From an optimization exercise on the open Yosys and OpenROAD flow, aimed at small area; shortcuts taken in it are not production practice.
Function was checked by simulation only, so behaviour that the tests miss may differ from the original.
Power and IR drop assume default switching activity.

==> 11-19 <==
Design us_ctrl_top, start of the top module:
module us_ctrl_top
#(
	parameter int START_DELAY = 10,   
	parameter int SCK_HALF    = 2     
) (
	input  logic      clk,
	input  logic      rst_n,
	input  logic      psel,
	input  logic      penable,
	input  logic      pwrite,
	input  us_reg_pkg::apb_addr_t paddr,
	input  us_reg_pkg::apb_data_t pwdata,
	output us_reg_pkg::apb_data_t prdata,
	output logic      pready,
	output logic      pslverr,
	output logic      bf_spi_cs_n,
	output logic      bf_spi_sck,
	output logic      bf_spi_sdo,
	input  logic      bf_spi_sdi,
	output logic      bf_tx_en,
	output logic      fifo_en,
	output logic      pulser_en,
	output logic      txrx_spi_en,
	output logic      txrx_sw_off,
	output logic      bf_reset,
	output us_reg_pkg::mux_cnt_t  mux_cnt
);
export LEC_CHECK = 0
export ABC_AREA = 1
export CAP_MARGIN = 20
export CORE_MARGIN = 2
export CORE_UTILIZATION = 60
export PLACE_DENSITY = 0.75
export SLEW_MARGIN = 20
create_clock -name core_clock -period 6.0 [get_ports {clk}]
standard.sh (not shown) runs the stock make flow with config.mk's settings and CLKGATE_MAP_FILE= SYNTH_SCRIPT=/design/flow/synth_recipe.tcl, a recipe that flattens the netlist after the stock synthesis.
==> flow/flow/run.sh <==
#!/bin/bash
# Own flow: the standard ORFS layout (standard.sh) with three changes:
#  - synthesis maps logic with an area-oriented ABC script
#    (flow/abc_area.script, selected by ABC_AREA=1 in config.mk); the Yosys
#    passes, flip-flop mapping and everything else in synthesis are standard;
#  - port buffers are buf_1 cells instead of the default choice;
#  - CTS uses clkbuf_8 with small sink clusters and no dummy loads.
# Each tool's output goes to a log file in this folder.
set -euo pipefail
W=$PWD
rm -rf "$W/abc_scripts"
cp -r "$FLOW_HOME/scripts" "$W/abc_scripts"
cp "$W/flow/abc_area.script" "$W/abc_scripts/abc_area.script"
SCRIPTS_DIR="$W/abc_scripts" bash standard.sh synth > "$W/synth.log" 2>&1
export BUFFER_PORTS_ARGS="-buffer_cell sky130_fd_sc_hd__buf_1"
export CTS_ARGS="-sink_clustering_enable -repair_clock_nets -sink_clustering_size 16 -sink_clustering_max_diameter 60 -buf_list sky130_fd_sc_hd__clkbuf_8 -dont_use_dummy_load"
bash standard.sh > "$W/layout.log" 2>&1
==> flow/flow/abc_area.script <==
strash
&get -n
&deepsyn -T 60
&dch -f
&nf -a -p -R 1000
&dch -f
&nf -a -p -R 1000
&put
==> 07-15: changes against 11-19 <==
--- a/flow/design.v
+++ b/flow/design.v
@@ -235,37 +235,39 @@
 		for (int l = 0; l < 8; l++)
 			rx_gt_l[l] = (bit_cnt[2:0] > 3'(l));
 		for (int j = 0; j < 32; j++)
 			rx_mask[j] = rx_gt_h[j/8] | (rx_eq_h[j/8] & rx_gt_l[j%8]);
 	end
-	localparam logic [3:0] ACQ_IDLE = 4'd0;
-	localparam logic [3:0] ACQ_DONE = 4'd1;
-	localparam logic [3:0] ACQ_W0   = 4'(15 - START_DELAY);
-	localparam logic [3:0] ACQ_RUN  = 4'd15;
-	logic [3:0]   acq_st;
+	typedef enum logic [1:0] {
+		ACQ_IDLE = 2'b00,
+		ACQ_WAIT = 2'b01,
+		ACQ_RUN  = 2'b11,
+		ACQ_DONE = 2'b10    
+	} acq_st_e;
+	acq_st_e      acq_st;
+	logic [DLY_W-1:0] acq_dly;
 	logic [31:0]  tx_rem, dly_rem, smp_rem;
 	logic         tx_nz, dly_nz, smp_nz, acq_run;
 	logic         acq_busy, acq_done, acq_go;
 	assign tx_nz    = (tx_rem != '0);
 	assign dly_nz   = (dly_rem != '0);
 	assign smp_nz   = (smp_rem != '0);
 	assign acq_run  = (acq_st == ACQ_RUN);
-	assign acq_busy = (acq_st[3:1] != 3'd0);
+	assign acq_busy = acq_st[0];
 	assign acq_done = (acq_st == ACQ_DONE);
-	assign acq_go   = ~acq_busy & acq_start;
+	assign acq_go   = ~acq_st[0] & acq_start;
 	assign bf_tx_en = acq_run & tx_nz;
 	assign fifo_en  = acq_run & ~dly_nz & smp_nz;
 	always_ff @(posedge clk or negedge rst_n) begin
 		if (!rst_n) begin
 			acq_st <= ACQ_IDLE;
 		end else begin
-			if (!acq_busy)
-				acq_st <= acq_start ? ACQ_W0 : ACQ_IDLE;
-			else if (acq_run) begin
-				if (!tx_nz && !smp_nz) acq_st <= ACQ_DONE;
-			end else
-				acq_st <= acq_st + 1'b1;
+			case (acq_st)
+				ACQ_WAIT: if (acq_dly == DLY_W'(START_DELAY - 1)) acq_st <= ACQ_RUN;
+				ACQ_RUN:  if (!tx_nz && !smp_nz) acq_st <= ACQ_DONE;
+				default:  acq_st <= acq_start ? ACQ_WAIT : ACQ_IDLE;
+			endcase
 		end
 	end
 	logic        acq_dec_tx, acq_dec_dly, acq_dec_smp;
 	logic [31:0] tx_tog, dly_tog, smp_tog;
 	assign acq_dec_tx  = acq_run & tx_nz;
@@ -277,13 +279,17 @@
 			dly_tog[i] = acq_dec_dly & ((dly_rem & ((32'd1 << i) - 32'd1)) == '0);
 			smp_tog[i] = acq_dec_smp & ((smp_rem & ((32'd1 << i) - 32'd1)) == '0);
 		end
 	end
 	always_ff @(posedge clk) begin
-		tx_rem  <= ({32{acq_go & v_len}} & tx_len_r)   | ({32{~acq_go}} & (tx_rem ^ tx_tog));
-		dly_rem <= ({32{acq_go & v_dly}} & init_dly_r) | ({32{~acq_go}} & (dly_rem ^ dly_tog));
-		smp_rem <= ({32{acq_go & v_smp}} & samples_r)  | ({32{~acq_go}} & (smp_rem ^ smp_tog));
+		tx_rem  <= acq_go ? tx_len   : (tx_rem ^ tx_tog);
+		dly_rem <= acq_go ? init_dly : (dly_rem ^ dly_tog);
+		smp_rem <= acq_go ? samples  : (smp_rem ^ smp_tog);
+		if (acq_go)
+			acq_dly <= '0;
+		else if (acq_st == ACQ_WAIT)
+			acq_dly <= acq_dly + 1'b1;
 	end
 	logic spi_flag, acq_flag, addr_hit;
 	us_reg_pkg::apb_data_t rdata;
 	always_ff @(posedge clk or negedge rst_n) begin
 		if (!rst_n) begin
@@ -292,29 +298,33 @@
 		end else begin
 			spi_flag <= spi_done | (spi_flag & ~status_rd);
 			acq_flag <= acq_done | (acq_flag & ~status_rd);
 		end
 	end
-	logic base_ok;
-	logic [12:0] rsel;
-	assign base_ok = rd_acc & (paddr[11:6] == 6'd0) & (paddr[1:0] == 2'd0);
 	always_comb begin
-		for (int r = 0; r < 13; r++)
-			rsel[r] = base_ok & (paddr[5:2] == 4'(r));
+		rdata    = '0;
+		addr_hit = 1'b1;
+		case (paddr)
+			us_reg_pkg::REG_CTRL: begin
+				rdata[us_reg_pkg::CTRL_PULSER_EN]   = pulser_en;
+				rdata[us_reg_pkg::CTRL_TXRX_SPI_EN] = txrx_spi_en;
+				rdata[us_reg_pkg::CTRL_TXRX_SW_OFF] = txrx_sw_off;
+				rdata[us_reg_pkg::CTRL_BF_RESET]    = bf_reset;
+			end
+			us_reg_pkg::REG_STATUS:   rdata[3:0] = {acq_busy, spi_busy, acq_flag, spi_flag};
+			us_reg_pkg::REG_NUM_BITS: rdata[7:0] = num_bits;
+			us_reg_pkg::REG_TX0:      rdata = tx_word[31:0];
+			us_reg_pkg::REG_TX1:      rdata = tx_word[63:32];
+			us_reg_pkg::REG_TX2:      rdata[W-65:0] = tx_word[W-1:64];
+			us_reg_pkg::REG_RX0:      rdata = sreg[31:0] & rx_mask;
+			us_reg_pkg::REG_RX1:      rdata = sreg[63:32] & rx_mask;
+			us_reg_pkg::REG_RX2:      rdata[W-65:0] = sreg[W-1:64] & rx_mask[W-65:0];
+			us_reg_pkg::REG_TX_LEN:   rdata = tx_len;
+			us_reg_pkg::REG_INIT_DLY: rdata = init_dly;
+			us_reg_pkg::REG_SAMPLES:  rdata = samples;
+			us_reg_pkg::REG_MUX:      rdata[10:0] = mux_cnt;
+			default:                  addr_hit = 1'b0;
+		endcase
 	end
-	assign addr_hit = (paddr[11:6] == 6'd0) & (paddr[1:0] == 2'd0) & (paddr[5:2] <= 4'd12);
-	assign rdata = ({32{rsel[0]}}  & {26'd0, bf_reset, txrx_sw_off, txrx_spi_en, pulser_en, 2'b00})
-	             | ({32{rsel[1]}}  & {28'd0, acq_busy, spi_busy, acq_flag, spi_flag})
-	             | ({32{rsel[2]  & v_nb}}  & {24'd0, num_bits_r})
-	             | ({32{rsel[3]  & v_tx0}} & tx0_r)
-	             | ({32{rsel[4]  & v_tx1}} & tx1_r)
-	             | ({32{rsel[5]  & v_tx2}} & {26'd0, tx2_r})
-	             | ({32{rsel[6]}}  & sreg[31:0] & rx_mask)
-	             | ({32{rsel[7]}}  & sreg[63:32] & rx_mask)
-	             | ({32{rsel[8]}}  & {26'd0, sreg[W-1:64] & rx_mask[W-65:0]})
-	             | ({32{rsel[9]  & v_len}} & tx_len_r)
-	             | ({32{rsel[10] & v_dly}} & init_dly_r)
-	             | ({32{rsel[11] & v_smp}} & samples_r)
-	             | ({32{rsel[12]}} & {21'd0, mux_cnt});
-	assign prdata  = rdata;
+	assign prdata  = rd_acc ? rdata : '0;
 	assign pslverr = rd_acc & ~addr_hit;
 endmodule
==> flow/flow/run.sh (replaced) <==
#!/bin/bash
set -euo pipefail
W=$PWD
rm -rf "$W/abc_scripts"
cp -r "$FLOW_HOME/scripts" "$W/abc_scripts"
cp "$W/flow/abc_area.script" "$W/abc_scripts/abc_area.script"
SCRIPTS_DIR="$W/abc_scripts" bash standard.sh synth > "$W/synth.log" 2>&1
export BUFFER_PORTS_ARGS="-buffer_cell sky130_fd_sc_hd__buf_1"
export CTS_ARGS="-sink_clustering_enable -repair_clock_nets -sink_clustering_size 16 -sink_clustering_max_diameter 40 -buf_list sky130_fd_sc_hd__clkbuf_8 -dont_use_dummy_load"
bash standard.sh > "$W/layout.log" 2>&1
==> flow/flow/abc_area.script (replaced) <==
strash
&get -n
&deepsyn -T 60
&dch -f
&nf -a -p -R 1000
&put
CTS_BUF_LIST = sky130_fd_sc_hd__clkbuf_16   (was default)
CTS_CLUSTER_DIAMETER = 60   (was default)
CTS_CLUSTER_SIZE = 24   (was default)
==> 11-06: changes against 11-19 <==
--- a/flow/design.v
+++ b/flow/design.v
@@ -235,37 +235,39 @@
 		for (int l = 0; l < 8; l++)
 			rx_gt_l[l] = (bit_cnt[2:0] > 3'(l));
 		for (int j = 0; j < 32; j++)
 			rx_mask[j] = rx_gt_h[j/8] | (rx_eq_h[j/8] & rx_gt_l[j%8]);
 	end
-	localparam logic [3:0] ACQ_IDLE = 4'd0;
-	localparam logic [3:0] ACQ_DONE = 4'd1;
-	localparam logic [3:0] ACQ_W0   = 4'(15 - START_DELAY);
-	localparam logic [3:0] ACQ_RUN  = 4'd15;
-	logic [3:0]   acq_st;
+	typedef enum logic [1:0] {
+		ACQ_IDLE = 2'b00,
+		ACQ_WAIT = 2'b01,
+		ACQ_RUN  = 2'b11,
+		ACQ_DONE = 2'b10    
+	} acq_st_e;
+	acq_st_e      acq_st;
+	logic [DLY_W-1:0] acq_dly;
 	logic [31:0]  tx_rem, dly_rem, smp_rem;
 	logic         tx_nz, dly_nz, smp_nz, acq_run;
 	logic         acq_busy, acq_done, acq_go;
 	assign tx_nz    = (tx_rem != '0);
 	assign dly_nz   = (dly_rem != '0);
 	assign smp_nz   = (smp_rem != '0);
 	assign acq_run  = (acq_st == ACQ_RUN);
-	assign acq_busy = (acq_st[3:1] != 3'd0);
+	assign acq_busy = acq_st[0];
 	assign acq_done = (acq_st == ACQ_DONE);
-	assign acq_go   = ~acq_busy & acq_start;
+	assign acq_go   = ~acq_st[0] & acq_start;
 	assign bf_tx_en = acq_run & tx_nz;
 	assign fifo_en  = acq_run & ~dly_nz & smp_nz;
 	always_ff @(posedge clk or negedge rst_n) begin
 		if (!rst_n) begin
 			acq_st <= ACQ_IDLE;
 		end else begin
-			if (!acq_busy)
-				acq_st <= acq_start ? ACQ_W0 : ACQ_IDLE;
-			else if (acq_run) begin
-				if (!tx_nz && !smp_nz) acq_st <= ACQ_DONE;
-			end else
-				acq_st <= acq_st + 1'b1;
+			case (acq_st)
+				ACQ_WAIT: if (acq_dly == DLY_W'(START_DELAY - 1)) acq_st <= ACQ_RUN;
+				ACQ_RUN:  if (!tx_nz && !smp_nz) acq_st <= ACQ_DONE;
+				default:  acq_st <= acq_start ? ACQ_WAIT : ACQ_IDLE;
+			endcase
 		end
 	end
 	logic        acq_dec_tx, acq_dec_dly, acq_dec_smp;
 	logic [31:0] tx_tog, dly_tog, smp_tog;
 	assign acq_dec_tx  = acq_run & tx_nz;
@@ -277,13 +279,17 @@
 			dly_tog[i] = acq_dec_dly & ((dly_rem & ((32'd1 << i) - 32'd1)) == '0);
 			smp_tog[i] = acq_dec_smp & ((smp_rem & ((32'd1 << i) - 32'd1)) == '0);
 		end
 	end
 	always_ff @(posedge clk) begin
-		tx_rem  <= ({32{acq_go & v_len}} & tx_len_r)   | ({32{~acq_go}} & (tx_rem ^ tx_tog));
-		dly_rem <= ({32{acq_go & v_dly}} & init_dly_r) | ({32{~acq_go}} & (dly_rem ^ dly_tog));
-		smp_rem <= ({32{acq_go & v_smp}} & samples_r)  | ({32{~acq_go}} & (smp_rem ^ smp_tog));
+		tx_rem  <= acq_go ? tx_len   : (tx_rem ^ tx_tog);
+		dly_rem <= acq_go ? init_dly : (dly_rem ^ dly_tog);
+		smp_rem <= acq_go ? samples  : (smp_rem ^ smp_tog);
+		if (acq_go)
+			acq_dly <= '0;
+		else if (acq_st == ACQ_WAIT)
+			acq_dly <= acq_dly + 1'b1;
 	end
 	logic spi_flag, acq_flag, addr_hit;
 	us_reg_pkg::apb_data_t rdata;
 	always_ff @(posedge clk or negedge rst_n) begin
 		if (!rst_n) begin
@@ -292,29 +298,33 @@
 		end else begin
 			spi_flag <= spi_done | (spi_flag & ~status_rd);
 			acq_flag <= acq_done | (acq_flag & ~status_rd);
 		end
 	end
-	logic base_ok;
-	logic [12:0] rsel;
-	assign base_ok = rd_acc & (paddr[11:6] == 6'd0) & (paddr[1:0] == 2'd0);
 	always_comb begin
-		for (int r = 0; r < 13; r++)
-			rsel[r] = base_ok & (paddr[5:2] == 4'(r));
+		rdata    = '0;
+		addr_hit = 1'b1;
+		case (paddr)
+			us_reg_pkg::REG_CTRL: begin
+				rdata[us_reg_pkg::CTRL_PULSER_EN]   = pulser_en;
+				rdata[us_reg_pkg::CTRL_TXRX_SPI_EN] = txrx_spi_en;
+				rdata[us_reg_pkg::CTRL_TXRX_SW_OFF] = txrx_sw_off;
+				rdata[us_reg_pkg::CTRL_BF_RESET]    = bf_reset;
+			end
+			us_reg_pkg::REG_STATUS:   rdata[3:0] = {acq_busy, spi_busy, acq_flag, spi_flag};
+			us_reg_pkg::REG_NUM_BITS: rdata[7:0] = num_bits;
+			us_reg_pkg::REG_TX0:      rdata = tx_word[31:0];
+			us_reg_pkg::REG_TX1:      rdata = tx_word[63:32];
+			us_reg_pkg::REG_TX2:      rdata[W-65:0] = tx_word[W-1:64];
+			us_reg_pkg::REG_RX0:      rdata = sreg[31:0] & rx_mask;
+			us_reg_pkg::REG_RX1:      rdata = sreg[63:32] & rx_mask;
+			us_reg_pkg::REG_RX2:      rdata[W-65:0] = sreg[W-1:64] & rx_mask[W-65:0];
+			us_reg_pkg::REG_TX_LEN:   rdata = tx_len;
+			us_reg_pkg::REG_INIT_DLY: rdata = init_dly;
+			us_reg_pkg::REG_SAMPLES:  rdata = samples;
+			us_reg_pkg::REG_MUX:      rdata[10:0] = mux_cnt;
+			default:                  addr_hit = 1'b0;
+		endcase
 	end
-	assign addr_hit = (paddr[11:6] == 6'd0) & (paddr[1:0] == 2'd0) & (paddr[5:2] <= 4'd12);
-	assign rdata = ({32{rsel[0]}}  & {26'd0, bf_reset, txrx_sw_off, txrx_spi_en, pulser_en, 2'b00})
-	             | ({32{rsel[1]}}  & {28'd0, acq_busy, spi_busy, acq_flag, spi_flag})
-	             | ({32{rsel[2]  & v_nb}}  & {24'd0, num_bits_r})
-	             | ({32{rsel[3]  & v_tx0}} & tx0_r)
-	             | ({32{rsel[4]  & v_tx1}} & tx1_r)
-	             | ({32{rsel[5]  & v_tx2}} & {26'd0, tx2_r})
-	             | ({32{rsel[6]}}  & sreg[31:0] & rx_mask)
-	             | ({32{rsel[7]}}  & sreg[63:32] & rx_mask)
-	             | ({32{rsel[8]}}  & {26'd0, sreg[W-1:64] & rx_mask[W-65:0]})
-	             | ({32{rsel[9]  & v_len}} & tx_len_r)
-	             | ({32{rsel[10] & v_dly}} & init_dly_r)
-	             | ({32{rsel[11] & v_smp}} & samples_r)
-	             | ({32{rsel[12]}} & {21'd0, mux_cnt});
-	assign prdata  = rdata;
+	assign prdata  = rd_acc ? rdata : '0;
 	assign pslverr = rd_acc & ~addr_hit;
 endmodule
==> flow/flow/run.sh (replaced) <==
#!/bin/bash
set -euo pipefail
W=$PWD
rm -rf "$W/abc_scripts"
cp -r "$FLOW_HOME/scripts" "$W/abc_scripts"
cp "$W/flow/abc_area.script" "$W/abc_scripts/abc_area.script"
SCRIPTS_DIR="$W/abc_scripts" bash standard.sh synth > "$W/synth.log" 2>&1
export BUFFER_PORTS_ARGS="-buffer_cell sky130_fd_sc_hd__buf_1"
export CTS_ARGS="-sink_clustering_enable -repair_clock_nets -sink_clustering_size 16 -sink_clustering_max_diameter 60 -buf_list sky130_fd_sc_hd__clkbuf_8 -dont_use_dummy_load"
bash standard.sh > "$W/layout.log" 2>&1
==> flow/flow/abc_area.script (replaced) <==
strash
&get -n
&dch -f
&nf -a -p -R 1000
&put
GPL_TIMING_DRIVEN = 0   (was default)
==> notes.md <==
- Wire length: 11-19 is smaller than 11-06 (5.8%).
- Clock power: 11-19 < 11-06 < 07-15.
- Fmax: 11-19 > 07-15 > 11-06.
- Utilization, lowest first: 11-19, 07-15, 11-06.
- The highest count of clock-buffer cells in the layout belongs to 07-15, the lowest to 11-19.
- Against 11-19, the area after synthesis of 07-15 is larger by about 0.9%.
==> figures <==
quantity	11-06	11-19	07-15
Initial antenna violation count	0	2	2
Sequential share of the synthesized area	57.74%	60.70%	60.36%
Htree depth	2	1	2
Hold WS	0.4805 ns	0.4687 ns	0.4624 ns
Met2 routed wirelength	24340 um	23830 um	23260 um
Final cycle utilization of the critical path	98.23%	92.20%	94.75%
Peak Freq	0.1697 GHz	0.1808 GHz	0.1759 GHz
Crit path largest cell delay	0.76 ns	0.46 ns	0.62 ns
Result of the run	complete, no violations	complete, no violations	complete, no violations
Critical Path Start	tx_rem[0]	acq_st[0]	paddr[2]
Post-layout instance area	19140 sq um	17730 sq um	18180 sq um
Multi-input logic area	7252 sq um	6126 sq um	6261 sq um
Nets in the synthesized netlist	1637	1459	1484

## separate check: timing with driven ports
How much do the figures lean on ideal ports? The routed layouts below were timed once more, with nothing changed but the port constraints.
Step 1 (the two cells are an assumption about what drives the block):
set clk [get_ports {clk}]
set_driving_cell -lib_cell sky130_fd_sc_hd__clkbuf_16 $clk
set_driving_cell -lib_cell sky130_fd_sc_hd__buf_2 [delete_from_list [all_inputs] $clk]
Step 2 moves the port delays by t, midway between the first and last clock arrival at a register: inputs arrive t later, outputs are due t later. That takes back most of the time a late clock gives input paths.
Slacks: no drivers / after step 1 / after step 2; pairs: no drivers / after step 1.
run | t (ns) | setup WS [ns] | latest minus earliest clock arrival (ns)
11-19 | 0.659 | 0.468 / 0.468 / 0.468 | 0.038 / 0.038
07-15 | 0.608 | 0.315 / 0.292 / 0.292 | 0.048 / 0.048
11-06 | 0.594 | 0.106 / 0.056 / 0.346 | 0.044 / 0.044
After both steps setup and hold are still met in every run listed. The setup slack of 07-15, which loses most, moves by -0.023 ns with the drivers and by -0.023 ns with both steps.
